This is an optimization exercise on Yosys and OpenROAD, whose aim is small area, not a production implementation. RTL that was checked went through simulation tests only; none was proved equivalent to the original. Function not checked in runs 1 to 3: the RTL went through the layout flow alone. Power and IR drop assume default switching activity.

==> flow/design.v <==
package x86_exec_pkg;
  typedef logic [32-1:0] word_t;
  typedef logic [32-1:0] eflags_t;
  typedef logic [3:0]             ilen_t;
  typedef enum logic [6:0] {
    cmd_nop,
    cmd_add, cmd_adc, cmd_inc, cmd_sub, cmd_sbb, cmd_dec, cmd_cmp,
    cmd_and, cmd_test, cmd_or, cmd_xor, cmd_not,
    cmd_shl, cmd_shr, cmd_rol, cmd_ror,
    cmd_push, cmd_pop, cmd_callr, cmd_calli, cmd_ret,
    cmd_loop, cmd_loope, cmd_loopne,
    cmd_mov, cmd_lea, cmd_movsx, cmd_movzx, cmd_xchg,
    cmd_stc, cmd_clc, cmd_std, cmd_cld, cmd_lahf, cmd_sahf,
    cmd_jmp, cmd_jz, cmd_jnz, cmd_jecxz
  } cmd_e;
  typedef struct packed {
    logic df;
    logic af;
    logic cf;
    logic pf;
    logic zf;
    logic sf;
    logic of;
  } status_t;
  typedef enum logic [3:0] {
    alu_add, alu_sub, alu_and, alu_or, alu_xor,
    alu_shl, alu_shr, alu_rol, alu_ror, alu_none
  } alu_op_e;
  typedef struct packed {
    alu_op_e op;
    logic    src_inv;      
    logic    use_carry;    
    logic    keep_cf;      
    logic    no_flags;     
    logic    clear_cf_of;  
  } alu_cntl_t;
  typedef struct packed {
    cmd_e  opc;
    word_t opnd0;
    word_t opnd1;
    word_t opnd2;
    ilen_t instr_len;
    logic  ecx_is_zero;
  } exec_req_t;
  typedef struct packed {
    word_t   opnd0_w;
    word_t   opnd1_w;
    eflags_t eflags;
    word_t   next_eip;
  } exec_res_t;
endpackage
`timescale 1ns/100ps
module x86_exec_top (
  input  logic                    clk,
  input  logic                    arst_n,
  input  logic                    instr_valid,
  input  x86_exec_pkg::exec_req_t req,
  output logic                    res_valid,
  output x86_exec_pkg::exec_res_t res,
  output x86_exec_pkg::eflags_t   eflags,
  output x86_exec_pkg::word_t     eip
);
  logic [6:0]  opc;
  logic [31:0] a, b, c;
  logic [3:0]  ilen;
  logic        ecxz;
  assign opc  = req[107:101];
  assign a    = req[100:69];
  assign b    = req[68:37];
  assign c    = req[36:5];
  assign ilen = req[4:1];
  assign ecxz = req[0];
  logic        started;              
  logic        f_cf, f_pf, f_af, f_zf, f_sf, f_df, f_of;
  logic [31:0] r_eip;                
  logic [31:0] r_op0, r_op1;
  logic o_add, o_adc, o_inc, o_sub, o_sbb, o_dec, o_cmp;
  logic o_and, o_test, o_or, o_xor, o_not;
  logic o_shl, o_shr, o_rol, o_ror;
  logic o_push, o_pop, o_callr, o_calli, o_ret, o_loop, o_loope, o_loopne;
  logic o_mov, o_lea, o_movsx, o_movzx, o_xchg;
  logic o_stc, o_clc, o_std, o_cld, o_lahf, o_sahf;
  logic o_jmp, o_jz, o_jnz, o_jecxz;
  assign o_add    = opc == 7'd1;
  assign o_adc    = opc == 7'd2;
  assign o_inc    = opc == 7'd3;
  assign o_sub    = opc == 7'd4;
  assign o_sbb    = opc == 7'd5;
  assign o_dec    = opc == 7'd6;
  assign o_cmp    = opc == 7'd7;
  assign o_and    = opc == 7'd8;
  assign o_test   = opc == 7'd9;
  assign o_or     = opc == 7'd10;
  assign o_xor    = opc == 7'd11;
  assign o_not    = opc == 7'd12;
  assign o_shl    = opc == 7'd13;
  assign o_shr    = opc == 7'd14;
  assign o_rol    = opc == 7'd15;
  assign o_ror    = opc == 7'd16;
  assign o_push   = opc == 7'd17;
  assign o_pop    = opc == 7'd18;
  assign o_callr  = opc == 7'd19;
  assign o_calli  = opc == 7'd20;
  assign o_ret    = opc == 7'd21;
  assign o_loop   = opc == 7'd22;
  assign o_loope  = opc == 7'd23;
  assign o_loopne = opc == 7'd24;
  assign o_mov    = opc == 7'd25;
  assign o_lea    = opc == 7'd26;
  assign o_movsx  = opc == 7'd27;
  assign o_movzx  = opc == 7'd28;
  assign o_xchg   = opc == 7'd29;
  assign o_stc    = opc == 7'd30;
  assign o_clc    = opc == 7'd31;
  assign o_std    = opc == 7'd32;
  assign o_cld    = opc == 7'd33;
  assign o_lahf   = opc == 7'd34;
  assign o_sahf   = opc == 7'd35;
  assign o_jmp    = opc == 7'd36;
  assign o_jz     = opc == 7'd37;
  assign o_jnz    = opc == 7'd38;
  assign o_jecxz  = opc == 7'd39;
  logic is_loop, adj_sub, adj_add, is_adj;
  logic ar_add, ar_sub, is_arith, is_logic, is_shift;
  logic a_from_b, a_ext, m_xor, m_and, m_or;
  assign is_loop  = o_loop | o_loope | o_loopne;
  assign adj_sub  = o_push | o_callr | o_calli | is_loop;
  assign adj_add  = o_pop | o_ret;
  assign is_adj   = adj_sub | adj_add;
  assign ar_add   = o_add | o_adc | o_inc;
  assign ar_sub   = o_sub | o_sbb | o_dec | o_cmp;
  assign is_arith = ar_add | ar_sub;
  assign is_logic = o_and | o_test | o_or | o_xor;
  assign is_shift = o_shl | o_shr | o_rol | o_ror;
  assign a_from_b = is_adj | o_mov | o_lea | o_xchg;
  assign a_ext    = o_movsx | o_movzx;
  assign m_xor    = o_xor | o_not;
  assign m_and    = o_and | o_test;
  assign m_or     = o_or;
  logic [31:0] opa, opb, sum, al;
  logic [32:0] cy;   
  logic        b_is_b, b_is_c, b_inv, cin;
  assign b_is_b = is_arith & ~(o_inc | o_dec) | is_logic;
  assign b_is_c = is_adj;
  assign b_inv  = ar_sub | adj_sub | o_not;
  assign cin    = (o_adc & f_cf) | (o_sub | o_cmp) | (o_sbb & ~f_cf) | o_inc | adj_sub;
  always_comb begin
    for (int i = 0; i < 32; i++) begin
      if (i < 8)
        opa[i] = (a[i] & ~(a_from_b | a_ext)) | (b[i] & (a_from_b | a_ext));
      else
        opa[i] = (a[i] & ~(a_from_b | a_ext)) | (b[i] & a_from_b) | (b[7] & o_movsx);
      opb[i] = ((b[i] & b_is_b) | (c[i] & b_is_c)) ^ b_inv;
    end
  end
  logic        kc;
  logic [31:0] cg, fs, fc, pp, fin;
  logic [4:0]  bc;                   
  assign kc = ~(m_xor | m_and | m_or);
  always_comb begin
    for (int i = 0; i < 32; i++) begin
      if (i == 0)             cg[i] = cin;
      else if (i % 8 == 0)    cg[i] = 1'b0;
      else                    cg[i] = fc[i-1] & kc;
      fs[i] = opa[i] ^ opb[i] ^ cg[i];
      fc[i] = (opa[i] & opb[i]) | (opa[i] & cg[i]) | (opb[i] & cg[i]);
      if (i % 8 == 0) pp[i] = 1'b1;
      else            pp[i] = pp[i-1] & fs[i-1];
    end
    bc[0] = 1'b0;
    bc[1] = fc[7] & kc;
    for (int k = 1; k < 4; k++)
      bc[k+1] = (fc[8*k+7] | (bc[k] & pp[8*k+7] & fs[8*k+7])) & (kc | (k == 3));
    for (int i = 0; i < 32; i++)
      fin[i] = fs[i] ^ (bc[i/8] & pp[i]);
  end
  assign sum = fin;
  assign cy[32] = bc[4];
  assign cy[4]  = fc[3];
  always_comb begin
    if (m_and)      al = fc;
    else if (m_or)  al = fin | fc;
    else            al = fin;
  end
  logic [4:0]  n, m;
  logic [31:0] r0, r1, r2, r3, r4, rot, thr, mask, sh;
  logic        sh_right, sh_left, n_nz;
  assign n        = b[4:0];
  assign n_nz     = |n;
  assign sh_right = o_shr | o_ror;
  assign sh_left  = o_shl | o_rol;
  assign m        = is_shift ? (sh_right ? (5'd0 - n) : n) : 5'd0;
  assign r0  = m[0] ? {a[30:0],  a[31]}     : a;
  assign r1  = m[1] ? {r0[29:0], r0[31:30]} : r0;
  assign r2  = m[2] ? {r1[27:0], r1[31:28]} : r1;
  assign r3  = m[3] ? {r2[23:0], r2[31:24]} : r2;
  assign r4  = m[4] ? {r3[15:0], r3[31:16]} : r3;
  assign rot = r4;
  always_comb begin
    for (int i = 0; i < 32; i++) begin
      thr[i] = (5'(i) >= n);
      mask[i] = ~(o_shl | o_shr) | (o_shl & thr[i]) | (o_shr & thr[31-i]);
    end
  end
  assign sh = rot & mask;
  logic        r_zf, r_sf, r_pf, nz;
  logic        c_cf, c_af, c_of;
  assign nz   = |al;
  assign r_zf = is_shift ? ~|sh : ~nz;
  assign r_sf = is_shift ? sh[31] : al[31];
  assign r_pf = is_shift ? ~^sh[7:0] : ~^al[7:0];
  assign c_cf = cy[32] ^ ar_sub;
  assign c_af = cy[4] ^ ar_sub;
  assign c_of = (opa[31] ~^ opb[31]) & (fin[31] ^ opa[31]);
  logic n_cf, n_pf, n_af, n_zf, n_sf, n_df, n_of;
  always_comb begin
    n_cf = f_cf; n_pf = f_pf; n_af = f_af; n_zf = f_zf;
    n_sf = f_sf; n_df = f_df; n_of = f_of;
    if (is_arith) begin
      if (!(o_inc | o_dec)) n_cf = c_cf;
      n_af = c_af;
      n_of = c_of;
      n_zf = r_zf; n_sf = r_sf; n_pf = r_pf;
    end
    if (is_logic) begin
      n_cf = 1'b0; n_af = 1'b0; n_of = 1'b0;
      n_zf = r_zf; n_sf = r_sf; n_pf = r_pf;
    end
    if (is_shift && n_nz) begin
      n_cf = sh_left ? rot[0] : rot[31];
      if (o_shl | o_shr) begin
        n_zf = r_zf; n_sf = r_sf; n_pf = r_pf;
      end
    end
    if (o_stc) n_cf = 1'b1;
    if (o_clc) n_cf = 1'b0;
    if (o_std) n_df = 1'b1;
    if (o_cld) n_df = 1'b0;
    if (o_sahf) begin
      n_sf = a[15]; n_zf = a[14]; n_af = a[12]; n_pf = a[10]; n_cf = a[8];
    end
  end
  logic [31:0] w0, w1;
  logic        w0_al;
  assign w0_al = is_arith & ~o_cmp | o_and | o_or | o_xor | o_not |
                 o_mov | o_lea | a_ext | o_xchg;
  always_comb begin
    w0 = w0_al ? al : sh;
    if (o_lahf) w0[15:8] = {f_sf, f_zf, 1'b0, f_af, 1'b0, f_pf, 1'b1, f_cf};
  end
  assign w1 = is_adj ? sum : (o_xchg ? a : b);
  logic        taken;
  logic [31:0] eip_cur, eip_in, eip_nxt;
  logic [3:0]  len_v;
  always_comb begin
    taken = o_jmp | o_callr | o_calli | o_ret |
            (o_jz & f_zf) | (o_jnz & ~f_zf) | (o_jecxz & ecxz) |
            (o_loop & nz) | (o_loope & nz & f_zf) | (o_loopne & nz & ~f_zf);
  end
  assign eip_cur = {r_eip[31:13], r_eip[12] | ~started, r_eip[11:0]};
  assign eip_in  = {r_eip[31:13], r_eip[12] | (~started & instr_valid), r_eip[11:0]};
  assign len_v   = ilen & {4{instr_valid}};
  logic [32:0] ec;
  logic [31:0] es;
  always_comb begin
    ec[0] = 1'b0;
    for (int i = 0; i < 32; i++) begin
      if (i < 4) begin
        es[i]   = eip_in[i] ^ len_v[i] ^ ec[i];
        ec[i+1] = (eip_in[i] & len_v[i]) | (eip_in[i] & ec[i]) | (len_v[i] & ec[i]);
      end else begin
        es[i]   = eip_in[i] ^ ec[i];
        ec[i+1] = eip_in[i] & ec[i];
      end
    end
  end
  assign eip_nxt = (taken & instr_valid) ? a : es;
  always_ff @(posedge clk or negedge arst_n) begin
    if (!arst_n) begin
      res_valid <= 1'b0;
      started   <= 1'b0;
      r_eip     <= '0;
    end else begin
      res_valid <= instr_valid;
      started   <= started | instr_valid;
      r_eip     <= eip_nxt;
    end
  end
  always_ff @(posedge clk or negedge arst_n) begin
    if (!arst_n) begin
      f_cf <= 1'b0; f_pf <= 1'b0; f_af <= 1'b0; f_zf <= 1'b0;
      f_sf <= 1'b0; f_df <= 1'b0; f_of <= 1'b0;
      r_op0 <= '0;
      r_op1 <= '0;
    end else if (instr_valid) begin
      f_cf <= n_cf; f_pf <= n_pf; f_af <= n_af; f_zf <= n_zf;
      f_sf <= n_sf; f_df <= n_df; f_of <= n_of;
      r_op0 <= w0;
      r_op1 <= w1;
    end
  end
  logic [31:0] fl;
  assign fl = {20'd0, f_of, f_df, 2'b00, f_sf, f_zf, 1'b0, f_af, 1'b0, f_pf, 1'b1, f_cf};
  assign eflags = fl;
  assign eip    = eip_cur;
  assign res    = {r_op0, r_op1, fl[31:2], started, fl[0], r_eip};
endmodule
==> flow/flow/run.sh <==
#!/bin/bash
# Standard layout, with the smallest buffer on every port
export BUFFER_PORTS_ARGS="-buffer_cell sky130_fd_sc_hd__buf_1"
bash standard.sh > standard.log 2>&1
==> flow/standard.sh <==
#!/bin/bash
# synth_recipe.tcl (not shown) runs the flow's synth.tcl, then flattens the netlist and writes it again
# the make line also repeats each setting of config.mk as NAME=value (left out here)
make -C /OpenROAD-flow-scripts/flow DESIGN_CONFIG=/design/flow/config.mk WORK_HOME=/design/flow/orfs CLKGATE_MAP_FILE= SYNTH_SCRIPT=/design/flow/synth_recipe.tcl "${@:-finish}"
==> flow/config.mk <==
export PLATFORM = sky130hd
export DESIGN_NAME = x86_exec_top
export DESIGN_NICKNAME = x86_exec_top
export VERILOG_FILES = /design/flow/design.v
export SDC_FILE = /design/flow/constraint.sdc
export NUM_CORES = 4
export LEC_CHECK = 0
export ABC_AREA = 1
export CAP_MARGIN = 20
export CORE_MARGIN = 2
export CORE_UTILIZATION = 55
export SLEW_MARGIN = 20
==> flow/constraint.sdc <==
create_clock -name core_clock -period 12.0 [get_ports {clk}]
set_input_delay 2.4000 -clock core_clock [delete_from_list [all_inputs] [get_ports {clk}]]
set_output_delay 2.4000 -clock core_clock [all_outputs]
set_load 0.01 [all_outputs]
==> flow_summary.toml, run 1 <==
[clocking]
cts.path.max_buffers = 2
clk_pin_slew_worst_paths_ps = 90
cts_htree_levels = 3
clk_latency_ps = 380
hold_buffers = 0
cts_tree = "yes"
cts-root-buf = "clkbuf_16"
cts_sinks = 105
cts_buffers = 9

[worst_setup_path]
cp-start-kind = "input pin"
ff2ff_path_depth = 58
ff2ff_setup_slack_ps = 3430
critical_path_class = "in -> reg"
worstPathArrival_ps = 11660
worst_setup_path_end_kind = "flop"
reg2reg_to = "r_eip[25]"
crit_path_frequent_cell = "nor2_1"
worstPathMaxFanout = 16
crit_required_ps = 12300
worstReg2RegStart = "f_cf"
cp_slowest_cell = "fa_1"
critical_path.max_stage_delay_ps = 470

[power]
power_density_nw_per_um2 = 118
leakagePower_nw = 6.39
peakVddDrop_mv = 0.0689

[global_routing]
grt_util_all_layers = 0.407
antenna_found_initial = 0
grt-ovfl-total = 0
grt_pass1_wl_um = 74400
grt_max_degree = 100
first_global_vias = 12681

[final_layout]
final_area_um2 = 13400
layout-drive-gt1-share = 0.0623
layoutNonFillerInstCount = 2291
diodes = 0
fin_nets = 2194
area_delta_synth_final_pct = 7.46

[drt]
vias_per_cell = 6.19
drcViolationCount = 0
drt_iter0_drc = 2066
wl_per_cell_um = 21.9
postRouteAntennaNets = 0
first_pass_iters = 7
wl_um = 50100
vias = 14192

[synthesis]
synth_cell_type_count = 54
avgSynthCellArea_um2 = 6.72
synthesis.area_um2 = 12400
synthCells = 1852
synthDominantCellAreaShare = 0.211
synth_area_leaders = "dfrtp_1 (21%), nand3_1 (13%), nand2_1 (11%)"
synth_area_leader_cell = "dfrtp_1"
ys_warn_count = 1
ys_seq_area_frac = 0.211
synth_seq_cells = 105

[sta]
setup_tns_ps = 0
tightestPinTransition_ps = 1070
final_hold_viol_count = 0
fmax_mhz = 88.0
setup_viol = 0
setup_slack_ps = 635
slew_violations = 0
slew_headroom = 0.290
worst_clock_skew_ps = 15.7
rsz0062_at_grt = "false"
period_minus_slack_ps = 11360
hold_slack_ps = 483
post-route-period-util = 0.947

[die]
start_util = 0.555
die_w_um = 154
pin_count = 304
core_area_um2 = 22400
die-area_um2 = 23900
rows = 55
die_h_um = 154

[min_path]
hold_class = "reg -> reg"
whs_endpoint = "r_op1[16]"
hold_path.startpoint = "r_op1[16]"
min_delay_path_depth = 2

[placed_design]
hpwl_um = 38300
dp.cells = 2271
portBuffers = 254
dp_slack_ps = 130
gp_congestion = 1.04
place_area_um2 = 13000

[outcome]
status = "timing/DRC/antenna clean"

[job]
cap_violations = 0
area by class of cell:
| cell class | instances | area (um2) |
|---|---|---|
| clock buffers | 9 | 225 |
| clock inverters | 7 | 91.3 |
| fillers | 2280 | 9060 |
| inverters | 184 | 693 |
| multi-input cells | 1416 | 8190 |
| flip-flops and latches | 105 | 2630 |
| well taps | 285 | 357 |
| repair buffers | 285 | 1190 |
layout by cell type, fill, tap and decap left out, types with 49 or more instances in the layout:
cell	synthesis	final
nand2_1	361	360
nand3_1	317	316
buf_1	10	251
inv_1	162	162
o21ai_0	125	125
nor2_1	114	114
dfrtp_1	105	105
a21oi_1	63	63
ha_1	50	50
conb_1	2	49
cells by family after synthesis:
kind of cell | Yosys count | share of synthesized area
and+or+nand+nor | 863 | 0.313
buffers and inverters | 381 | 0.152
AOI/OAI and AO/OA | 369 | 0.186
DFF | 105 | 0.211
adders and majority gates | 82 | 0.102
xor gates and xnor gates | 50 | 0.0352
other | 2 | 0.000603
worst max path at each step:
stage          startpoint   endpoint  depth (start not counted)
3_3_place_gp     req[102]  r_eip[12]                         66
3_5_place_dp     req[102]  r_eip[31]                         66
4_1_cts          req[102]   r_eip[3]                         66
6_report         req[104]  r_eip[25]                         66
5_1_grt          req[103]  r_eip[25]                         66
2_1_floorplan    req[106]  r_eip[15]                         66
state kept, by name, indices dropped and copies added, names as in the netlist:
| register | flops |
|---|---|
| r_eip | 32 |
| r_op0 | 32 |
| r_op1 | 32 |
| f_af | 1 |
| f_cf | 1 |
| f_df | 1 |
| f_of | 1 |
| f_pf | 1 |
| f_sf | 1 |
| f_zf | 1 |
| res_valid | 1 |
| started | 1 |
worst max-delay path, delay by kind of cell:
kind | cells | cell delay, ps
adders and majority gates | 11 | 3740
and+or+nand+nor | 36 | 3790
AOI/OAI and AO/OA | 4 | 470
buffers and inverters | 15 | 1230
metal layers:
metal	wire (um)	global-route usage	up-vias	part of all wire
met3	5860	0.0726	153	0.12
met4	3330	0.228	0	0.066
li1	-	-	6438	-
met5	0	0	-	0
met1	20100	0.562	6559	0.40
met2	20900	0.604	1042	0.42
report_power, final:
part	switching [W]	leakage, nW	internal (W)
Clock	0.000182	0.152	0.000152
Sequential	0.0000699	1.28	0.000430
Combinational	0.000495	4.96	0.000252
synthesized netlist by cell type, drive strengths merged:
library cell,count
nand2,376
nand3,320
inv,180
o21ai,165
buf,139
nor2,126
dfrtp,105
a21oi,63
clkbuf,58
ha,50
o211ai,46
xor2,38
fa,32
o221ai,24
a22oi,15
a22o,12
xnor2,12
nand3b,11
nor3,11
nand4,10
o22ai,10
a221oi,9
a32oi,7
a31oi,6
or2,6
a211oi,4
clkinv,4
o311ai,3
a32o,2
conb,2
nor3b,2
a21boi,1
nor4,1
o21a,1
o41ai,1
per-stage QoR:
step	power [W]	util
after CTS	0.00156	0.593
after global placement	0.00122	0.578
final	0.00158	0.596
after floorplan	0.00103	-
after detailed placement	0.00123	0.578
after global routing	0.00167	0.596
timing repair:
item | 4_1_cts | 5_1_grt
endpoints found under the setup margin | 0 | 32
buffers inserted | 0 | 1
gates resized for setup | 0 | 6
==> run 2: changes to the inputs <==
--- a/flow/design.v
+++ b/flow/design.v
@@ -156,6 +156,7 @@
   logic        kc;
   logic [31:0] cg, fs, fc, pp, fin;
   logic [4:0]  bc;                   
+  logic [3:0]  bp;
   assign kc = ~(m_xor | m_and | m_or);
   always_comb begin
     for (int i = 0; i < 32; i++) begin
@@ -167,10 +168,11 @@
       if (i % 8 == 0) pp[i] = 1'b1;
       else            pp[i] = pp[i-1] & fs[i-1];
     end
+    for (int k = 0; k < 4; k++) bp[k] = pp[8*k+7] & fs[8*k+7];
     bc[0] = 1'b0;
     bc[1] = fc[7] & kc;
     for (int k = 1; k < 4; k++)
-      bc[k+1] = (fc[8*k+7] | (bc[k] & pp[8*k+7] & fs[8*k+7])) & (kc | (k == 3));
+      bc[k+1] = (fc[8*k+7] | (bc[k] & bp[k])) & (kc | (k == 3));
     for (int i = 0; i < 32; i++)
       fin[i] = fs[i] ^ (bc[i/8] & pp[i]);
   end
==> flow/flow/run.sh (replaced) <==
#!/bin/bash
# Standard layout with two changes: the smallest buffer on every port, and
# an area-oriented ABC script for the combinational logic in synthesis
# (registers, flattening and renaming exactly as the standard synthesis).
set -e
here=$(pwd)
export BUFFER_PORTS_ARGS="-buffer_cell sky130_fd_sc_hd__buf_1"
export MY_ABC_SCRIPT="$here/flow/abc_small.script"
sed 's|log_cmd abc {\*}$abc_args|log_cmd abc {*}[lreplace $abc_args 1 1 $::env(MY_ABC_SCRIPT)]|' \
  "$FLOW_HOME/scripts/synth.tcl" > "$here/synth_small.tcl"
grep -q 'MY_ABC_SCRIPT' "$here/synth_small.tcl"
sed "s|source \$::env(SCRIPTS_DIR)/synth.tcl|source $here/synth_small.tcl|" \
  "$here/synth_recipe.tcl" > "$here/synth_recipe_small.tcl"
grep -q 'synth_small.tcl' "$here/synth_recipe_small.tcl"
bash standard.sh SYNTH_SCRIPT="$here/synth_recipe_small.tcl" finish > standard.log 2>&1
==> flow/flow/abc_small.script (new file) <==
strash
balance
rewrite
refactor
balance
rewrite
rewrite -z
balance
refactor -z
rewrite -z
balance
&get -n
&st
&dch
&nf -R 1000
&put
topo
buffer -c
upsize -c
dnsize -c
==> run 2 against run 1 <==
Still clean on timing, DRC and antenna. Synthesized cell count fell by 24%. Wire length fell by 11%. Clock power fell by 7.2%. First-iteration DRC count fell by 37%. Sequential share of layout area rose by 0.95 points. Critical endpoint is now r_eip[0].
==> flow_summary.toml, run 2 <==
[outcome]
status = "timing/DRC/antenna clean"

[worst_setup_path]
worstReg2RegStart = "f_cf"
critical_path.max_stage_delay_ps = 460
cp-start-kind = "input pin"
ff2ff_setup_slack_ps = 3210
cp_slowest_cell = "fa_1"
critical_path_class = "in -> reg"
worstPathMaxFanout = 25
worstPathArrival_ps = 11780
reg2reg_to = "r_eip[0]"
worst_setup_path_end_kind = "flop"
crit_path_frequent_cell = "fa_1"
ff2ff_path_depth = 38
crit_start = "req[103]"
crit_required_ps = 12260

[placed_design]
dp_slack_ps = 267
portBuffers = 254
gp_congestion = 1.01
hpwl_um = 34200

[clocking]
cts_resized = 0
cts.path.max_buffers = 2
clk_pin_slew_worst_paths_ps = 80
hold_buffers = 0
cts_sinks = 105
cts-root-buf = "clkbuf_16"
post_cts_buffers = 0
clk_latency_ps = 370
cts_tree = "yes"
cts_buffers = 9
cts_htree_levels = 3

[synthesis]
synth_area_leader_cell = "dfrtp_1"
synth_area_leaders = "dfrtp_1 (22%), mux2i_1 (9.3%), buf_4 (6.5%)"
synthesis.area_um2 = 11800
synth_top_flop_cell = "dfrtp_1"
async_flop_share = 1.00
avgSynthCellArea_um2 = 8.38
ys_top_cells_by_count = "nor2_1 (124), a21oi_1 (123), nand2_1 (118)"
synth.most_common_cell = "nor2_1"
synth_cell_type_count = 66
ys_warn_count = 1
synth-edff-count = 0
synthDominantCellAreaShare = 0.224
synth_seq_cells = 105
ys_seq_area_frac = 0.224
synthCells = 1402

[power]
leakagePower_nw = 5.85
p_total_w = 0.00156
peakVddDrop_mv = 0.0737
power_density_nw_per_um2 = 122

[global_routing]
grt_pass1_wl_um = 65200
antenna_found_initial = 0
first_global_vias = 10740
grt_util_all_layers = 0.385
grt_max_degree = 55
grt-ovfl-total = 0

[min_path]
hold_path.startpoint = "r_op0[26]"
hold_class = "reg -> reg"
min_delay_path_depth = 1
whs_endpoint = "r_op0[26]"

[sta]
rsz0062_at_grt = "false"
setup_viol = 0
post-route-period-util = 0.961
slew_violations = 0
slew_headroom = 0.202
worst_clock_skew_ps = 10.1
final_hold_viol_count = 0
period_minus_slack_ps = 11530
fmax_mhz = 86.7
tightestPinTransition_ps = 1200
hold_slack_ps = 487
setup_tns_ps = 0
setup_slack_ps = 471

[die]
start_util = 0.559
die-area_um2 = 22600
rows = 53
pin_count = 304
die_w_um = 150
core_area_um2 = 21000
die_h_um = 150

[final_layout]
area_delta_synth_final_pct = 8.57
diodes = 0
final_common_cell = "buf_1"
final_cell_mix = "buf_1 (252), nor2_1 (123), a21oi_1 (121)"
reg_top3 = "r_eip x32, r_op0 x32, r_op1 x32"
postLayoutCoreUtil = 0.607
fin_nets = 1749
layout-drive-gt1-share = 0.0882

[drt]
first_pass_iters = 7
wl_per_cell_um = 24.2
drt_iter0_drc = 1297
drcViolationCount = 0
vias = 11847
wl_um = 44400
vias_per_cell = 6.44
postRouteAntennaNets = 0

[job]
cap_violations = 0
## run 2: area by class of cell
cell class,count,area (um2)
clock inverters,7,66.3
well taps,275,344
repair buffers,295,1280
flip-flops and latches,105,2630
clock buffers,9,225
fillers,1959,8260
multi-input cells,1126,8140
inverters,22,82.6
## run 2: how the worst max path moves through the flow
stage                endpoint  depth (start not counted)  slack (ps)
finish               r_eip[0]                         45         470
global placement     r_eip[2]                         42         390
CTS                  r_eip[0]                         45         630
global route         r_eip[2]                         45          20
floorplan           r_eip[10]                         46         860
detailed placement   r_eip[0]                         45         270
## run 2: critical path: cells and delay by family
kind	cells	cell delay, ps
AOI/OAI and AO/OA	7	1050
adders and majority gates	9	3300
buffers and inverters	5	740
muxes	1	360
and+or+nand+nor	23	3890
## run 2: cell families (layout without fill, tap and decap cells)
logic type               after synthesis  count (layout)  share of synthesized area
adder cells (fa/ha/maj)               79              79                      0.105
AO/OA/AOI/OAI                        428             428                      0.237
flip-flops                           105             105                      0.224
multiplexers                         160             160                      0.151
other                                  2              49                   0.000639
XOR/XNOR                              53              53                     0.0395
buffers and inverters                218             333                      0.105
AND/OR/NAND/NOR                      357             357                      0.140
## run 2: power breakdown
group	internal [W]	switching [W]	total (W)
Combinational	0.000300	0.000447	0.000746
Sequential	0.000433	0.0000669	0.000500
Clock	0.000148	0.000162	0.000310
Total	0.000881	0.000676	0.00156
## run 2: through the flow
stage	cells	area, um2
after floorplan	1449	11900
after global placement	1823	12500
after detailed placement	1823	12500
after CTS	1839	12800
after global routing	1839	12800
final	1839	12800
## run 2: routing by layer
layer  up-vias  track usage  share of wire
met5         -            0              0
met4         0        0.182          0.052
met3       130       0.0627           0.11
met2       813        0.586           0.44
met1      5655        0.533           0.41
li1       5249            -              -
==> run 3: changes to the inputs <==
--- a/flow/flow/run.sh
+++ b/flow/flow/run.sh
@@ -5,6 +5,7 @@
 set -e
 here=$(pwd)
 export BUFFER_PORTS_ARGS="-buffer_cell sky130_fd_sc_hd__buf_1"
+export SKIP_REPAIR_TIE_FANOUT=1
 export MY_ABC_SCRIPT="$here/flow/abc_small.script"
 sed 's|log_cmd abc {\*}$abc_args|log_cmd abc {*}[lreplace $abc_args 1 1 $::env(MY_ABC_SCRIPT)]|' \
   "$FLOW_HOME/scripts/synth.tcl" > "$here/synth_small.tcl"
==> flow/flow/abc_small.script (replaced) <==
strash
balance -l
rewrite -l
refactor -l
balance -l
rewrite -l
rewrite -z -l
balance -l
refactor -z -l
rewrite -z -l
balance -l
&get -n
&st
&dch
&nf -R 1000
&put
topo
buffer -c
upsize -c
dnsize -c
==> run 3 against run 2 <==
Highest routed layer unchanged. Register-to-register slack lost 390 ps. Critical endpoint is now r_eip[13]. Worst hold slack lost 1.7 ps. Utilization grew 1.8 points. Clock power grew 4%. Still clean on timing, DRC and antenna.
==> flow_summary.toml, run 3 <==
[clocking]
clk_pin_slew_worst_paths_ps = 80
cts_buffers = 9
hold_buffers = 0
cts_sinks = 105
clk_latency_ps = 380
cts-root-buf = "clkbuf_16"
cts_tree = "yes"
cts.path.max_buffers = 2
cts_htree_levels = 3

[placed_design]
hpwl_um = 34000
portBuffers = 254
dp.cells = 1790
gp_congestion = 1.03
dp_slack_ps = -106

[die]
pin_count = 304
die-area_um2 = 22400
die_w_um = 150
core_area_um2 = 21000
start_util = 0.558
rows = 53
die_h_um = 150

[global_routing]
grt_util_all_layers = 0.385
antenna_found_initial = 0
grt_pass1_wl_um = 64500
first_global_vias = 10745
grt-ovfl-total = 0
grt_max_degree = 56

[synthesis]
synthDominantCellAreaShare = 0.225
ys_seq_area_frac = 0.225
synth_seq_cells = 105
synthCells = 1393
synthesis.area_um2 = 11700
synth_cell_type_count = 68
synth_area_leaders = "dfrtp_1 (22%), mux2i_1 (9.6%), buf_4 (6.2%)"
avgSynthCellArea_um2 = 8.40
async_flop_share = 1.00
synth_top_flop_cell = "dfrtp_1"
ys_warn_count = 1
synth-edff-count = 0
synth_area_leader_cell = "dfrtp_1"
synth.most_common_cell = "nor2_1"
ys_top_cells_by_count = "nor2_1 (150), mux2i_1 (112), a21oi_1 (106)"

[power]
swShare = 0.435
power_frac_seq = 0.316
peakVddDrop_mv = 0.104
power_frac_comb = 0.477
leakagePower_nw = 5.44
power_density_nw_per_um2 = 119
p_switching_w = 0.000676
p_int_w = 0.000877
pwr-share-clk = 0.207

[worst_setup_path]
cp-start-kind = "input pin"
worst_setup_path_end_kind = "flop"
worstPathMaxFanout = 8
crit_path_frequent_cell = "and2_1"
critical_path.max_stage_delay_ps = 430
crit_required_ps = 12250
worstPathArrival_ps = 11740
cp_slowest_cell = "fa_1"
critical_path_class = "in -> reg"

[outcome]
status = "timing/DRC/antenna clean"

[drt]
wl_per_cell_um = 24.5
first_pass_iters = 6
wl_um = 44500
drt_iter0_drc = 1080
drcViolationCount = 0
vias = 11700
postRouteAntennaNets = 0
vias_per_cell = 6.43

[final_layout]
reg_top3 = "r_eip x32, r_op0 x32, r_op1 x32"
area_delta_synth_final_pct = 11.9
fin_nets = 1728
layoutNonFillerInstCount = 1820
layout-drive-gt1-share = 0.140
final_cell_mix = "buf_1 (245), nor2_1 (147), mux2i_1 (112)"
postLayoutCoreUtil = 0.625
final_common_cell = "buf_1"

[sta]
tightestPinTransition_ps = 1080
setup_slack_ps = 509
worst_clock_skew_ps = 17.7
slew_headroom = 0.280
slew_violations = 0
final_hold_viol_count = 0
rsz0062_at_grt = "false"
setup_viol = 0
period_minus_slack_ps = 11490
hold_slack_ps = 485
post-route-period-util = 0.958
fmax_mhz = 87.0
setup_tns_ps = 0

[job]
cap_violations = 0

[min_path]
hold_class = "reg -> reg"
==> run 3: power by group through the flow <==
stage	Combinational, W	Clock [W]	Sequential [W]
2_1_floorplan	0.000495	0	0.000521
3_3_place_gp	0.000701	0	0.000497
3_5_place_dp	0.000708	0	0.000498
4_1_cts	0.000713	0.000325	0.000492
5_1_grt	0.000799	0.000337	0.000502
6_report	0.000741	0.000321	0.000491
==> run 3: cells by family (layout without fill, tap and decap cells) <==
| family | after synthesis | count (layout) | share of synthesized area |
|---|---|---|---|
| xor+xnor | 58 | 58 | 0.0434 |
| mux | 157 | 157 | 0.148 |
| other cells | 2 | 4 | 0.000642 |
| buf+inv | 217 | 367 | 0.102 |
| simple gates | 359 | 359 | 0.146 |
| compound gates | 416 | 416 | 0.230 |
| fa+ha+maj | 79 | 79 | 0.105 |
| flops | 105 | 105 | 0.225 |
==> run 3: path summary, 6_finish.rpt <==
check | slack, ps | cells past startpoint | endpoint | start
max reg2reg | 2820 | 48 | r_eip[13] | f_cf
min | 490 | 1 | r_op1[19] | r_op1[19]
max | 510 | 47 | r_eip[13] | req[107]
min reg2reg | 490 | 1 | r_op1[19] | r_op1[19]
min in group asynchronous | 2120 | 1 | r_op1[17] | arst_n
max in group asynchronous | 8680 | 2 | r_op0[0] | arst_n
==> run 3: worst max-delay path: cells and delay by family <==
family	cells	cell delay [ps]
and+or+nand+nor	25	3730
adders and majority gates	9	2990
AOI/OAI and AO/OA	7	1530
buffers and inverters	4	590
muxes	1	290
xor gates and xnor gates	1	180
==> run 3: layout make-up <==
class                      instances  area [um2]
multi-input combinational       1071        8080
fill                            1921        7870
sequential                       105        2630
timing repair buffer             335        1660
tap                              275         344
clock buffer                       9         225
clock inverter                     7        91.3
inverter                          16        60.1
antenna                            2        5.00
==> run 3: through the flow <==
step,cell area [um2],power [W]
after floorplan,11700,0.00102
after global placement,12500,0.00120
after detailed placement,12500,0.00121
after CTS,12800,0.00153
after global routing,13100,0.00164
final,13100,0.00155
==> run 3: per-layer routing <==
| layer | wire, um | vias to the layer above | track usage |
|---|---|---|---|
| met3 | 4180 | 156 | 0.0652 |
| met4 | 3060 | 0 | 0.226 |
| met5 | 0 | - | 0 |
| met1 | 17800 | 5584 | 0.506 |
| met2 | 19500 | 715 | 0.597 |
| li1 | - | 5245 | - |
==> run 3: repair_timing <==
action | in CTS | in global routing
buffers inserted | 0 | 8
gates resized for setup | 0 | 38
setup endpoints to repair | 0 | 33
==> run 4: changes to the inputs <==
--- a/flow/design.v
+++ b/flow/design.v
@@ -157,6 +157,7 @@
   logic [31:0] cg, fs, fc, pp, fin;
   logic [4:0]  bc;                   
   logic [3:0]  bp;
+  logic        sum_z;
   assign kc = ~(m_xor | m_and | m_or);
   always_comb begin
     for (int i = 0; i < 32; i++) begin
@@ -169,6 +170,8 @@
       else            pp[i] = pp[i-1] & fs[i-1];
     end
     for (int k = 0; k < 4; k++) bp[k] = pp[8*k+7] & fs[8*k+7];
+    sum_z = 1'b1;
+    for (int k = 0; k < 4; k++) sum_z &= bc[k] ? bp[k] : ~|fs[8*k +: 8];
     bc[0] = 1'b0;
     bc[1] = fc[7] & kc;
     for (int k = 1; k < 4; k++)
@@ -257,7 +260,7 @@
   always_comb begin
     taken = o_jmp | o_callr | o_calli | o_ret |
             (o_jz & f_zf) | (o_jnz & ~f_zf) | (o_jecxz & ecxz) |
-            (o_loop & nz) | (o_loope & nz & f_zf) | (o_loopne & nz & ~f_zf);
+            (o_loop & ~sum_z) | (o_loope & ~sum_z & f_zf) | (o_loopne & ~sum_z & ~f_zf);
   end
   assign eip_cur = {r_eip[31:13], r_eip[12] | ~started, r_eip[11:0]};
   assign eip_in  = {r_eip[31:13], r_eip[12] | (~started & instr_valid), r_eip[11:0]};
==> flow/flow/abc_small.script (replaced) <==
strash
balance
rewrite
refactor
balance
rewrite
rewrite -z
balance
refactor -z
rewrite -z
balance
&get -n
&st
&dch
&nf -R 1000
&put
topo
buffer -c
upsize -c
dnsize -c
==> run 4 against run 3 <==
First-iteration DRC count increased by 19%. Worst hold slack better by 1.0 ps. Utilization fell by 2.2 points. Fmax grew 1.2%. Flip-flop and latch count is the same. Largest cell class unchanged. Synthesized area up 1.3%. Still clean on timing, DRC and antenna. Critical path depth is 1 higher. Total power up 4.7%. Sequential share of layout area grew 0.59 points.
==> flow_summary.toml, run 4 <==
[worst_setup_path]
crit_required_ps = 12310
worstReg2RegStart = "f_cf"
worstPathMaxFanout = 12
cp_num_buf_inv = 3
cp_top_family = "simple AND/OR/NAND/NOR gates"
worstPathArrival_ps = 11670
cp.depth = 48
ff2ff_setup_slack_ps = 3380
reg2reg_to = "f_zf"
cp_slowest_cell = "nor2b_1"
crit_path_frequent_cell = "fa_1"
critical_path_class = "in -> reg"
ff2ff_path_depth = 43
cp-start-kind = "input pin"
worst_setup_path_end_kind = "flop"
critical_path.max_stage_delay_ps = 550

[sta]
slew_headroom = 0.340
post-route-period-util = 0.947
tightestPinTransition_ps = 988
slew_violations = 0
setup_viol = 0
setup_tns_ps = 0
setup_slack_ps = 641
fmax_mhz = 88.0
worst_clock_skew_ps = 16.8
rsz0062_at_grt = "false"
period_minus_slack_ps = 11360
final_hold_viol_count = 0

[global_routing]
grt_max_degree = 87
busiest_layer = "met2"
grt_use_met2 = 0.606
grtUsageMet3 = 0.0712
grt_pass1_wl_um = 67300
antenna_found_initial = 3
use_met1 = 0.547
first_global_vias = 10963
grt_util_all_layers = 0.397
grt-ovfl-total = 0

[synthesis]
synth_cell_type_count = 76
ys_top_cells_by_count = "nor2_1 (139), a21oi_1 (119), mux2i_1 (117)"
synth_area_leader_cell = "dfrtp_1"
synth_seq_cells = 105
async_flop_share = 1.00
ys_seq_area_frac = 0.222
avgSynthCellArea_um2 = 8.45
synth.most_common_cell = "nor2_1"
synthCells = 1402
ys_warn_count = 1
synth_area_leaders = "dfrtp_1 (22%), mux2i_1 (9.9%), buf_4 (6.0%)"
synth-edff-count = 0
synthDominantCellAreaShare = 0.222
synthesis.area_um2 = 11800
synth_top_flop_cell = "dfrtp_1"

[die]
pin_count = 304
start_util = 0.562
rows = 53
core_area_um2 = 21100
die-area_um2 = 22700
die_w_um = 151
die_h_um = 151

[clocking]
cts.path.max_buffers = 2
hold_buffers = 0
cts-root-buf = "clkbuf_16"
cts_htree_levels = 3
cts_resized = 0
cts_buffers = 9
cts_tree = "yes"
post_cts_buffers = 0
cts_sinks = 105
clk_latency_ps = 380
clk_pin_slew_worst_paths_ps = 90

[drt]
wl_um = 45700
postRouteAntennaNets = 0
drcViolationCount = 0
vias_per_cell = 6.62
wl_per_cell_um = 25.6
vias = 11823
drt_iter0_drc = 1282
first_pass_iters = 7

[final_layout]
area_delta_synth_final_pct = 7.36
final_common_cell = "buf_1"
layoutNonFillerInstCount = 1787
reg_top3 = "r_eip x32, r_op0 x32, r_op1 x32"
fin_nets = 1696
final_cell_mix = "buf_1 (252), nor2_1 (138), mux2i_1 (117)"
layout-drive-gt1-share = 0.0893

[placed_design]
gp_congestion = 1.03
dp_slack_ps = 442
hpwl_um = 34900
portBuffers = 254
dp.cells = 1768

[power]
leakagePower_nw = 5.67
peakVddDrop_mv = 0.0704
power_density_nw_per_um2 = 128

[outcome]
status = "timing/DRC/antenna clean"

[job]
cap_violations = 0

[min_path]
min_delay_path_depth = 1
hold_class = "reg -> reg"
whs_endpoint = "r_op1[22]"
hold_path.startpoint = "r_op1[22]"
## run 4: changes by cell type in the layout (fill, tap and decap cells not counted), moves of 9 or more
cell,before,now
o22ai_1,29,13
nand2_1,87,97
a31oi_1,16,6
buf_4,75,31
nand3_1,6,16
a21oi_1,104,116
a221oi_1,7,18
o221ai_1,13,2
o21a_1,12,0
nor2_1,147,138
## run 4: metal layers
| metal | wire length [um] | share of wire |
|---|---|---|
| met5 | 26 | 0.00057 |
| met4 | 2300 | 0.050 |
| met3 | 5170 | 0.11 |
| met2 | 19800 | 0.43 |
| met1 | 18400 | 0.40 |
## run 4: layout make-up
class                           count  area [um2]
Multi-Input combinational cell   1085        8070
Inverter                           16        60.1
Tap cell                          275         344
Sequential cell                   105        2630
Timing Repair Buffer              289        1270
Fill cell                        1959        8370
Clock inverter                      7         113
Clock buffer                        9         225
Antenna cell                        1        2.50
## run 4: cell families (layout without fill, tap and decap cells)
kind of cell,after synthesis,count (layout),share of synthesized area
compound gates,425,425,0.234
other cells,2,3,0.000634
fa+ha+maj,79,79,0.104
simple gates,360,360,0.144
buf+inv,212,321,0.103
flops,105,105,0.222
mux,165,165,0.153
xor+xnor,54,54,0.0399
## run 4: worst max path at each step
| stage | start | end |
|---|---|---|
| after floorplan | req[101] | f_zf |
| after global placement | req[103] | r_eip[0] |
| after detailed placement | req[101] | f_zf |
| after CTS | req[101] | f_zf |
| after global routing | req[101] | f_zf |
| final | req[101] | f_zf |
## run 4: where the power goes
group,internal (W),switching (W)
sequential,0.000434,0.0000686
clock,0.000171,0.000174
combinational,0.000304,0.000475
## run 4: through the flow
step | hold slack (ps) | util | total power [W] | area [um2]
final | 486 | 0.603 | 0.00163 | 12700
after global routing | 507 | 0.603 | 0.00172 | 12700
after CTS | 488 | 0.601 | 0.00161 | 12700
after detailed placement | 469 | 0.585 | 0.00127 | 12300
after global placement | 463 | 0.585 | 0.00125 | 12300
after floorplan | 465 | - | 0.00106 | 11800
==> run 5: changes to the inputs <==
--- a/flow/design.v
+++ b/flow/design.v
@@ -122,7 +122,6 @@
   assign o_jecxz  = opc == 7'd39;
   logic is_loop, adj_sub, adj_add, is_adj;
   logic ar_add, ar_sub, is_arith, is_logic, is_shift;
-  logic a_from_b, a_ext, m_xor, m_and, m_or;
   assign is_loop  = o_loop | o_loope | o_loopne;
   assign adj_sub  = o_push | o_callr | o_calli | is_loop;
   assign adj_add  = o_pop | o_ret;
@@ -132,33 +131,36 @@
   assign is_arith = ar_add | ar_sub;
   assign is_logic = o_and | o_test | o_or | o_xor;
   assign is_shift = o_shl | o_shr | o_rol | o_ror;
-  assign a_from_b = is_adj | o_mov | o_lea | o_xchg;
-  assign a_ext    = o_movsx | o_movzx;
-  assign m_xor    = o_xor | o_not;
-  assign m_and    = o_and | o_test;
-  assign m_or     = o_or;
   logic [31:0] opa, opb, sum, al;
   logic [32:0] cy;   
   logic        b_is_b, b_is_c, b_inv, cin;
-  assign b_is_b = is_arith & ~(o_inc | o_dec) | is_logic;
-  assign b_is_c = is_adj;
-  assign b_inv  = ar_sub | adj_sub | o_not;
-  assign cin    = (o_adc & f_cf) | (o_sub | o_cmp) | (o_sbb & ~f_cf) | o_inc | adj_sub;
+  logic [3:0] x;
+  logic       hi, hi_b, sx, kc, m_and, m_or, cin_lo;
+  assign hi = opc[4];
+  assign x  = opc[3:0];
+  assign hi_b   = hi & ~(x == 4'd11 | x == 4'd12);
+  assign sx     = hi & (x == 4'd11);
+  assign b_is_b = ~hi & ~(x == 4'd3 | x == 4'd6 | x == 4'd12);
+  assign b_is_c = hi & (~x[3] | x == 4'd8);
+  assign b_inv  = ~hi ? x[2] : (x[3] ? (x == 4'd8) : ((x[2] ^ x[0]) | ~(x[1] ^ x[2])));
+  assign cin_lo = (x == 4'd2) ? f_cf : (x == 4'd5) ? ~f_cf : (x == 4'd3 | x == 4'd4 | x == 4'd7);
+  assign cin    = hi ? b_inv : cin_lo;
+  assign kc     = hi | ~x[3];
+  assign m_and  = ~hi & x[3] & ~x[2] & ~x[1];
+  assign m_or   = ~hi & (x == 4'd10);
   always_comb begin
     for (int i = 0; i < 32; i++) begin
       if (i < 8)
-        opa[i] = (a[i] & ~(a_from_b | a_ext)) | (b[i] & (a_from_b | a_ext));
+        opa[i] = hi ? b[i] : a[i];
       else
-        opa[i] = (a[i] & ~(a_from_b | a_ext)) | (b[i] & a_from_b) | (b[7] & o_movsx);
+        opa[i] = (a[i] & ~hi) | (b[i] & hi_b) | (b[7] & sx);
       opb[i] = ((b[i] & b_is_b) | (c[i] & b_is_c)) ^ b_inv;
     end
   end
-  logic        kc;
   logic [31:0] cg, fs, fc, pp, fin;
   logic [4:0]  bc;                   
   logic [3:0]  bp;
   logic        sum_z;
-  assign kc = ~(m_xor | m_and | m_or);
   always_comb begin
     for (int i = 0; i < 32; i++) begin
       if (i == 0)             cg[i] = cin;
@@ -214,8 +216,8 @@
   assign r_zf = is_shift ? ~|sh : ~nz;
   assign r_sf = is_shift ? sh[31] : al[31];
   assign r_pf = is_shift ? ~^sh[7:0] : ~^al[7:0];
-  assign c_cf = cy[32] ^ ar_sub;
-  assign c_af = cy[4] ^ ar_sub;
+  assign c_cf = cy[32] ^ x[2];
+  assign c_af = cy[4] ^ x[2];
   assign c_of = (opa[31] ~^ opb[31]) & (fin[31] ^ opa[31]);
   logic n_cf, n_pf, n_af, n_zf, n_sf, n_df, n_of;
   always_comb begin
@@ -248,7 +250,7 @@
   logic [31:0] w0, w1;
   logic        w0_al;
   assign w0_al = is_arith & ~o_cmp | o_and | o_or | o_xor | o_not |
-                 o_mov | o_lea | a_ext | o_xchg;
+                 o_mov | o_lea | o_movsx | o_movzx | o_xchg;
   always_comb begin
     w0 = w0_al ? al : sh;
     if (o_lahf) w0[15:8] = {f_sf, f_zf, 1'b0, f_af, 1'b0, f_pf, 1'b1, f_cf};
==> run 5 against run 4 <==
Cell count is 1.5% higher. Setup slack better by 170 ps. Worst hold slack better by 0.95 ps. Sequential power increased by 1%. Critical path type unchanged.
==> flow_summary.toml, run 5 <==
[outcome]
status = "timing/DRC/antenna clean"

[worst_setup_path]
worstReg2RegStart = "f_cf"
crit_path_frequent_cell = "fa_1"
worstPathArrival_ps = 11490
critical_path_class = "in -> reg"
worst_setup_path_end_kind = "flop"
worstPathMaxFanout = 32
crit_required_ps = 12300
critical_path.max_stage_delay_ps = 550
cp-start-kind = "input pin"
crit_start = "req[104]"
cp_slowest_cell = "buf_1"

[drt]
vias_per_cell = 6.51
wl_per_cell_um = 24.8
wl_um = 45000
vias = 11812
drt_iter0_drc = 1167
first_pass_iters = 8
drcViolationCount = 0
postRouteAntennaNets = 0

[synthesis]
avgSynthCellArea_um2 = 8.20
synth_seq_cells = 105
synthesis.area_um2 = 11700
synth_top_flop_cell = "dfrtp_1"
synth_xor_area_frac = 0.0411
synth.most_common_cell = "a21oi_1"
ys_seq_area_frac = 0.224
synth_top_family_by_area = "compound AO/OA/AOI/OAI gates"
synth-edff-count = 0
synth-compound-area-share = 0.255
async_flop_share = 1.00
synthAdderAreaFrac = 0.105
synth_area_leader_cell = "dfrtp_1"
ys_warn_count = 1
ys_top_cells_by_count = "a21oi_1 (129), o21ai_0 (126), nand2_1 (122)"
synth-simple-area-share = 0.145
synthDominantCellAreaShare = 0.224
synthCells = 1430
synth_cell_type_count = 82
synth_area_leaders = "dfrtp_1 (22%), mux2i_1 (8.5%), buf_4 (6.1%)"
synthMuxAreaShare = 0.119

[clocking]
cts-root-buf = "clkbuf_16"
cts_resized = 0
hold_buffers = 0
cts_htree_levels = 3
cts_buffers = 9
cts.path.max_buffers = 2
clk_pin_slew_worst_paths_ps = 80
post_cts_buffers = 0
clk_latency_ps = 380
cts_tree = "yes"
cts_sinks = 105

[sta]
hold_slack_ps = 487
post-route-period-util = 0.932
tightestPinTransition_ps = 1020
setup_tns_ps = 0
period_minus_slack_ps = 11190
setup_slack_ps = 811
fmax_mhz = 89.4
rsz0062_at_grt = "false"
worst_clock_skew_ps = 22.2
final_hold_viol_count = 0
slew_violations = 0
setup_viol = 0
slew_headroom = 0.314

[die]
pin_count = 304
start_util = 0.559
die-area_um2 = 22500
rows = 53
core_area_um2 = 21000
die_w_um = 150
die_h_um = 150

[power]
power_density_nw_per_um2 = 138
leakagePower_nw = 5.40
peakVddDrop_mv = 0.0695

[job]
cap_violations = 0

[final_layout]
layout-drive-gt1-share = 0.0826
area_delta_synth_final_pct = 7.05
fill_cells = 1995
postLayoutCoreUtil = 0.599
reg_top3 = "r_eip x32, r_op0 x32, r_op1 x32"
final_common_cell = "buf_1"
final_cell_mix = "buf_1 (252), a21oi_1 (128), o21ai_0 (126)"
fin_nets = 1723

[global_routing]
grt_max_degree = 64
grt_util_all_layers = 0.396
first_global_vias = 10872
grt-ovfl-total = 0
antenna_found_initial = 2
grt_pass1_wl_um = 66800

[placed_design]
portBuffers = 254
hpwl_um = 35100
dp_slack_ps = 621
gp_congestion = 1.04

[min_path]
hold_class = "reg -> reg"
hold_path.startpoint = "r_op1[29]"
==> run 5: worst paths after layout <==
check | endpoint | slack (ps) | cells after the start
hold reg to reg | r_op1[29] | 490 | 1
min in group asynchronous | r_op1[4] | 2060 | 1
max in group asynchronous | f_zf | 8660 | 2
setup / recovery | f_zf | 810 | 37
hold / removal | r_op1[29] | 490 | 1
setup reg to reg | f_zf | 3570 | 37
==> run 5: logic make-up after synthesis <==
kind of cell / after synthesis
AOI/OAI and AO/OA: 470
muxes: 135
xor gates and xnor gates: 55
other: 2
buffers and inverters: 233
DFF: 105
and+or+nand+nor: 351
adders and majority gates: 79
==> run 5: metal layers <==
layer / track usage / vias to the layer above / routed length [um] / share of wire
met2: 0.598 / 800 / 19200 / 0.43
met5: 0 / - / 13 / 0.00029
met4: 0.178 / 2 / 2280 / 0.051
met3: 0.0875 / 132 / 4950 / 0.11
li1: - / 5304 / - / -
met1: 0.540 / 5574 / 18500 / 0.41
==> run 5: metrics by stage <==
step	instance area [um2]	total power (W)	instances
after global routing	12500	0.00184	1813
final	12600	0.00173	1814
after floorplan	11700	0.00114	1430
after detailed placement	12200	0.00138	1797
after global placement	12200	0.00136	1797
after CTS	12500	0.00172	1813
==> run 5: cell type report <==
| class | count | area [um2] | area share |
|---|---|---|---|
| inverter | 32 | 120 | 0.00957 |
| tap | 275 | 344 | 0.0274 |
| timing repair buffer | 293 | 1260 | 0.101 |
| antenna | 1 | 2.50 | 0.000199 |
| clock inverter | 7 | 113 | 0.00897 |
| sequential | 105 | 2630 | 0.209 |
| clock buffer | 9 | 225 | 0.0179 |
| multi-input combinational | 1092 | 7860 | 0.626 |
==> run 5: worst max-delay path, delay by kind of cell <==
family | cells | cell delay [ps]
simple gates | 17 | 3570
buf+inv | 3 | 970
fa+ha+maj | 9 | 3250
compound gates | 7 | 1080
xor+xnor | 1 | 160
==> run 5: power breakdown <==
| part | switching, W | internal (W) |
|---|---|---|
| Clock | 0.000170 | 0.000171 |
| Sequential | 0.0000714 | 0.000437 |
| Combinational | 0.000559 | 0.000326 |
| Total | 0.000800 | 0.000933 |
==> run 6: changes to the inputs <==
--- a/flow/flow/abc_small.script
+++ b/flow/flow/abc_small.script
@@ -16,5 +16,4 @@
 &put
 topo
 buffer -c
-upsize -c
 dnsize -c
--- a/flow/config.mk
+++ b/flow/config.mk
@@ -9,4 +9,6 @@
 export CAP_MARGIN = 20
 export CORE_MARGIN = 2
 export CORE_UTILIZATION = 55
+export CTS_CLUSTER_DIAMETER = 120
+export CTS_CLUSTER_SIZE = 40
 export SLEW_MARGIN = 20
==> run 6 against run 5 <==
Utilization is 0.94 points higher. Critical path depth grew 5. Flip-flop and latch count unchanged. Still clean on timing, DRC and antenna. Total power fell by 1.8%. Largest power group unchanged. Critical endpoint unchanged. Global-route usage is 0.14 points lower. Sequential power about the same.
==> flow_summary.toml, run 6 <==
[worst_setup_path]
crit_path_frequent_cell = "fa_1"
worstPathMaxFanout = 16
cp-start-kind = "input pin"
reg2reg_to = "r_eip[19]"
worstPathArrival_ps = 11530
cp_slowest_cell = "buf_1"
crit_required_ps = 12300
critical_path_class = "in -> reg"
critical_path.max_stage_delay_ps = 620
worst_setup_path_end_kind = "flop"
ff2ff_setup_slack_ps = 3450
worstReg2RegStart = "f_cf"
ff2ff_path_depth = 35

[drt]
first_pass_iters = 8
drt_iter0_drc = 1541
m1WireLength_um = 18100
wl_met3_um = 5280
dr_wl_met2_um = 19000
drcViolationCount = 0
wl_um = 44600
wl_per_cell_um = 24.6
vias = 11812
postRouteAntennaNets = 0
vias_per_cell = 6.52
dr.max_layer_used = "met5"

[die]
core_area_um2 = 20400
pin_count = 304
die_w_um = 149
start_util = 0.565
die_h_um = 149
die-area_um2 = 22100
rows = 52

[job]
cap_violations = 0

[sta]
rsz0062_at_grt = "false"
post-route-period-util = 0.936
period_minus_slack_ps = 11230
worst_clock_skew_ps = 18.4
slew_headroom = 0.348
setup_viol = 0
tightestPinTransition_ps = 975
setup_tns_ps = 0
final_hold_viol_count = 0
slew_violations = 0
fmax_mhz = 89.0

[synthesis]
ys_warn_count = 1
async_flop_share = 1.00
ys_top_cells_by_count = "a21oi_1 (132), o21ai_0 (128), nand2_1 (125)"
synth_top_flop_cell = "dfrtp_1"
synth_cell_type_count = 61
synth_seq_cells = 105
synth-edff-count = 0
synth_area_leader_cell = "dfrtp_1"
synthDominantCellAreaShare = 0.228
ys_seq_area_frac = 0.228
synth.most_common_cell = "a21oi_1"
avgSynthCellArea_um2 = 8.07
synthesis.area_um2 = 11500
synth_area_leaders = "dfrtp_1 (23%), mux2i_1 (8.6%), buf_4 (6.2%)"
synthCells = 1430

[clocking]
cts_resized = 0
cts_sinks = 105
cts-root-buf = "clkbuf_16"
clk_latency_ps = 370
post_cts_buffers = 0
cts.path.max_buffers = 2
cts_buffers = 9
clk_pin_slew_worst_paths_ps = 90
cts_tree = "yes"
cts_htree_levels = 3
hold_buffers = 0

[placed_design]
gp_congestion = 1.05
portBuffers = 254
hpwl_um = 34200
dp.cells = 1795

[final_layout]
fill_cells = 1924
layoutNonFillerInstCount = 1811
area_delta_synth_final_pct = 7.73
final_cell_mix = "buf_1 (252), a21oi_1 (131), o21ai_0 (128)"
reg_top3 = "r_eip x32, r_op0 x32, r_op1 x32"
fin_nets = 1726
regArea_um2 = 2630
multi_input_area_um2 = 7750
final_common_cell = "buf_1"
diodes = 0
layout-drive-gt1-share = 0.0798

[global_routing]
grt_util_all_layers = 0.394
grt_pass1_wl_um = 66000
first_global_vias = 10708
grt_max_degree = 60
antenna_found_initial = 1
grt-ovfl-total = 0

[min_path]
whs_endpoint = "r_op0[22]"
min_delay_path_depth = 1
hold_class = "reg -> reg"
hold_path.startpoint = "r_op0[22]"

[power]
power_density_nw_per_um2 = 137
leakagePower_nw = 5.36
peakVddDrop_mv = 0.0747

[outcome]
status = "timing/DRC/antenna clean"
## run 6: cell count changes after synthesis, moves of 3 or more
cell      delta
a21oi_1      +3
buf_1        +4
buf_2       -14
buf_6        -5
clkbuf_1    +16
mux2_1      -12
mux2_2      +12
nand2_1      +3
nor3_1       +3
## run 6: critical path, delay by kind of cell
| kind | cells | cell delay [ps] |
|---|---|---|
| buf+inv | 2 | 780 |
| xor+xnor | 1 | 210 |
| fa+ha+maj | 9 | 3080 |
| simple gates | 22 | 3930 |
| compound gates | 8 | 1120 |
## run 6: final cells by class
class / count / share of cell area
Clock inverter: 6 / 0.00493
Sequential cell: 105 / 0.211
Multi-Input combinational cell: 1092 / 0.624
Timing Repair Buffer: 296 / 0.105
Inverter: 32 / 0.00966
Tap cell: 270 / 0.0272
Clock buffer: 10 / 0.0184
## run 6: how the worst max path moves through the flow
stage	startpoint	endpoint	slack, ps	cells after the start
3_3_place_gp	req[103]	f_zf	760	37
5_1_grt	req[103]	f_zf	80	42
2_1_floorplan	req[103]	r_eip[14]	1000	36
3_5_place_dp	req[103]	f_zf	610	36
6_report	req[103]	f_zf	770	42
4_1_cts	req[103]	f_zf	960	36
## run 6: metrics by stage
step	total power (W)	instance area, um2	util	setup slack, ps	hold slack [ps]
finish	0.00170	12400	0.608	770	483
global route	0.00180	12400	0.608	84.2	500
CTS	0.00169	12400	0.608	955	487
detailed placement	0.00137	12100	0.594	609	468
global placement	0.00136	12100	0.594	763	460
floorplan	0.00114	11500	-	1000	460
## run 6: routing by layer
metal / up-vias / global-route usage
met4: 2 / 0.156
met1: 5549 / 0.561
met2: 841 / 0.589
li1: 5305 / -
met5: - / 0
met3: 115 / 0.0801
## run 6: cells by family (layout without fill, tap and decap cells)
family / count (synthesis) / in the layout / share of synthesized area
AO/OA/AOI/OAI: 470 / 470 / 0.256
AND/OR/NAND/NOR: 351 / 351 / 0.139
buffers and inverters: 233 / 344 / 0.107
multiplexers: 135 / 135 / 0.121
flip-flops: 105 / 105 / 0.228
adder cells (fa/ha/maj): 79 / 79 / 0.107
XOR/XNOR: 55 / 55 / 0.0418
other: 2 / 2 / 0.000651
## run 6: report_power, final
group | internal [W] | switching, W | total, W
Combinational | 0.000328 | 0.000557 | 0.000885
Sequential | 0.000437 | 0.0000688 | 0.000506
Clock | 0.000147 | 0.000165 | 0.000312
Total | 0.000911 | 0.000792 | 0.00170
==> run 7: changes to the inputs <==
--- a/flow/config.mk
+++ b/flow/config.mk
@@ -9,6 +9,4 @@
 export CAP_MARGIN = 20
 export CORE_MARGIN = 2
 export CORE_UTILIZATION = 55
-export CTS_CLUSTER_DIAMETER = 120
-export CTS_CLUSTER_SIZE = 40
 export SLEW_MARGIN = 20
==> run 7 against run 6 <==
Utilization did not move. Total power did not move. Clock power hardly changed. Design area is the same. Critical endpoint unchanged. Largest cell class unchanged. Largest power group unchanged.
==> flow_summary.toml, run 7 <==
[drt]
vias = 11812
wl_per_cell_um = 24.6
wl_um = 44600
drt_iter0_drc = 1541
postRouteAntennaNets = 0
drcViolationCount = 0
vias_per_cell = 6.52
first_pass_iters = 8

[placed_design]
dp.cells = 1795
gp_congestion = 1.05
dp_slack_ps = 609
portBuffers = 254
hpwl_um = 34200

[min_path]
hold_class = "reg -> reg"
min_delay_path_depth = 1

[synthesis]
synth-edff-count = 0
synth-compound-area-share = 0.256
synthAdderAreaFrac = 0.107
synthMuxAreaShare = 0.121
synthDominantCellAreaShare = 0.228
synth_area_leader_cell = "dfrtp_1"
synth_xor_area_frac = 0.0418
synth-simple-area-share = 0.139
avgSynthCellArea_um2 = 8.07
synthCells = 1430
synth.most_common_cell = "a21oi_1"
synth_top_family_by_area = "compound AO/OA/AOI/OAI gates"
synth_top_flop_cell = "dfrtp_1"
synthesis.area_um2 = 11500
ys_top_cells_by_count = "a21oi_1 (132), o21ai_0 (128), nand2_1 (125)"
synth_cell_type_count = 61
async_flop_share = 1.00
synth_area_leaders = "dfrtp_1 (23%), mux2i_1 (8.6%), buf_4 (6.2%)"
synth_seq_cells = 105
ys_seq_area_frac = 0.228
ys_warn_count = 1

[final_layout]
diodes = 0
postLayoutCoreUtil = 0.608
multi_input_area_um2 = 7750
fill_cells = 1924
area_delta_synth_final_pct = 7.73
fin_nets = 1726
final_common_cell = "buf_1"
layout-drive-gt1-share = 0.0798
layoutNonFillerInstCount = 1811
regArea_um2 = 2630
reg_top3 = "r_eip x32, r_op0 x32, r_op1 x32"
final_cell_mix = "buf_1 (252), a21oi_1 (131), o21ai_0 (128)"

[global_routing]
first_global_vias = 10708
antenna_found_initial = 1
grt_util_all_layers = 0.394
grt_pass1_wl_um = 66000
grt-ovfl-total = 0
grt_max_degree = 60

[die]
start_util = 0.565
core_area_um2 = 20400
rows = 52
die_h_um = 149
die-area_um2 = 22100
die_w_um = 149
pin_count = 304

[sta]
hold_slack_ps = 483
post-route-period-util = 0.936
slew_violations = 0
slew_headroom = 0.348
setup_viol = 0
setup_tns_ps = 0
setup_slack_ps = 770
period_minus_slack_ps = 11230
fmax_mhz = 89.0
final_hold_viol_count = 0
worst_clock_skew_ps = 18.4
rsz0062_at_grt = "false"
tightestPinTransition_ps = 975

[worst_setup_path]
worstPathArrival_ps = 11530
crit_required_ps = 12300
critical_path.max_stage_delay_ps = 620
cp-start-kind = "input pin"
crit_path_frequent_cell = "fa_1"
critical_path_class = "in -> reg"
worstPathMaxFanout = 16
cp_slowest_cell = "buf_1"
worst_setup_path_end_kind = "flop"
ff2ff_path_depth = 35

[clocking]
clk_latency_ps = 370
hold_buffers = 0
cts-root-buf = "clkbuf_16"
cts_htree_levels = 3
cts_buffers = 9
clk_pin_slew_worst_paths_ps = 90
cts_tree = "yes"
cts_sinks = 105
cts_resized = 0
post_cts_buffers = 0
cts.path.max_buffers = 2

[outcome]
status = "timing/DRC/antenna clean"

[power]
power_density_nw_per_um2 = 137
peakVddDrop_mv = 0.0747
leakagePower_nw = 5.36

[job]
cap_violations = 0
==> run 7: cell counts after synthesis <==
No cell type changed its count.
==> run 7: critical path, delay by kind of cell <==
kind	cells	cell delay, ps
buffers and inverters	2	780
XOR/XNOR	1	210
adder cells (fa/ha/maj)	9	3080
AO/OA/AOI/OAI	8	1120
AND/OR/NAND/NOR	22	3930
==> run 7: worst paths after layout <==
| path | start | endpoint | slack, ps |
|---|---|---|---|
| min reg2reg | r_op0[22] | r_op0[22] | 480 |
| min | r_op0[22] | r_op0[22] | 480 |
| min in group asynchronous | arst_n | r_op1[27] | 2060 |
| max | req[103] | f_zf | 770 |
| max reg2reg | f_cf | r_eip[19] | 3450 |
| max in group asynchronous | arst_n | r_op1[2] | 8680 |
==> run 7: cells by family after synthesis <==
family | Yosys count
AND/OR/NAND/NOR | 351
XOR/XNOR | 55
other | 2
adder cells (fa/ha/maj) | 79
multiplexers | 135
AO/OA/AOI/OAI | 470
flip-flops | 105
buffers and inverters | 233
==> run 7: routing by layer <==
layer | part of all wire | vias to the layer above | track usage
li1 | - | 5305 | -
met1 | 0.41 | 5549 | 0.561
met2 | 0.43 | 841 | 0.589
met3 | 0.12 | 115 | 0.0801
met4 | 0.048 | 2 | 0.156
met5 | 0.00025 | - | 0
==> run 7: cell type report <==
class                           instances  share of cell area
Multi-Input combinational cell       1092               0.624
Sequential cell                       105               0.211
Timing Repair Buffer                  296               0.105
Tap cell                              270              0.0272
Clock buffer                           10              0.0184
Inverter                               32             0.00966
Clock inverter                          6             0.00493
==> run 7: metrics by stage <==
step           area [um2]  total power, W
6_report            12400         0.00170
5_1_grt             12400         0.00180
4_1_cts             12400         0.00169
3_5_place_dp        12100         0.00137
3_3_place_gp        12100         0.00136
2_1_floorplan       11500         0.00114
==> run 7: report_power, final <==
group	leakage, nW	internal, W	switching, W
combinational	3.96	0.000328	0.000557
sequential	1.26	0.000437	0.0000688
clock	0.138	0.000147	0.000165
total	5.36	0.000911	0.000792

## port drivers added, routing unchanged
Ports are ideal in the flow. The routed layouts listed here were re-timed in OpenROAD.
Step 1 assumes that a clkbuf_16 drives the clock port and a buf_2 every other input.
Step 2, shift: input delay + t, output delay - t, t = (earliest + latest rising clock arrival at the registers) / 2. This alone moves slack from input paths to output paths.
a / b / c = ideal ports / drivers / drivers and shift; a / b = the first two.
run	t (ns)	slack for setup (ns)	worst setup path at the end	clock arrival spread, ns
run 1	0.425	0.635 / 0.614 / 0.188	input to register	0.019 / 0.019
run 2	0.412	0.471 / 0.493 / 0.081	input to register	0.010 / 0.011
run 3	0.418	0.509 / 0.537 / 0.119	input to register	0.018 / 0.018
run 4	0.413	0.641 / 0.607 / 0.194	input to register	0.020 / 0.020
run 5	0.417	0.811 / 0.784 / 0.366	input to register	0.023 / 0.023
run 6	0.401	0.770 / 0.759 / 0.357	input to register	0.019 / 0.019
run 7	0.401	0.770 / 0.759 / 0.357	input to register	0.019 / 0.019
After both steps every run listed still meets setup and hold.
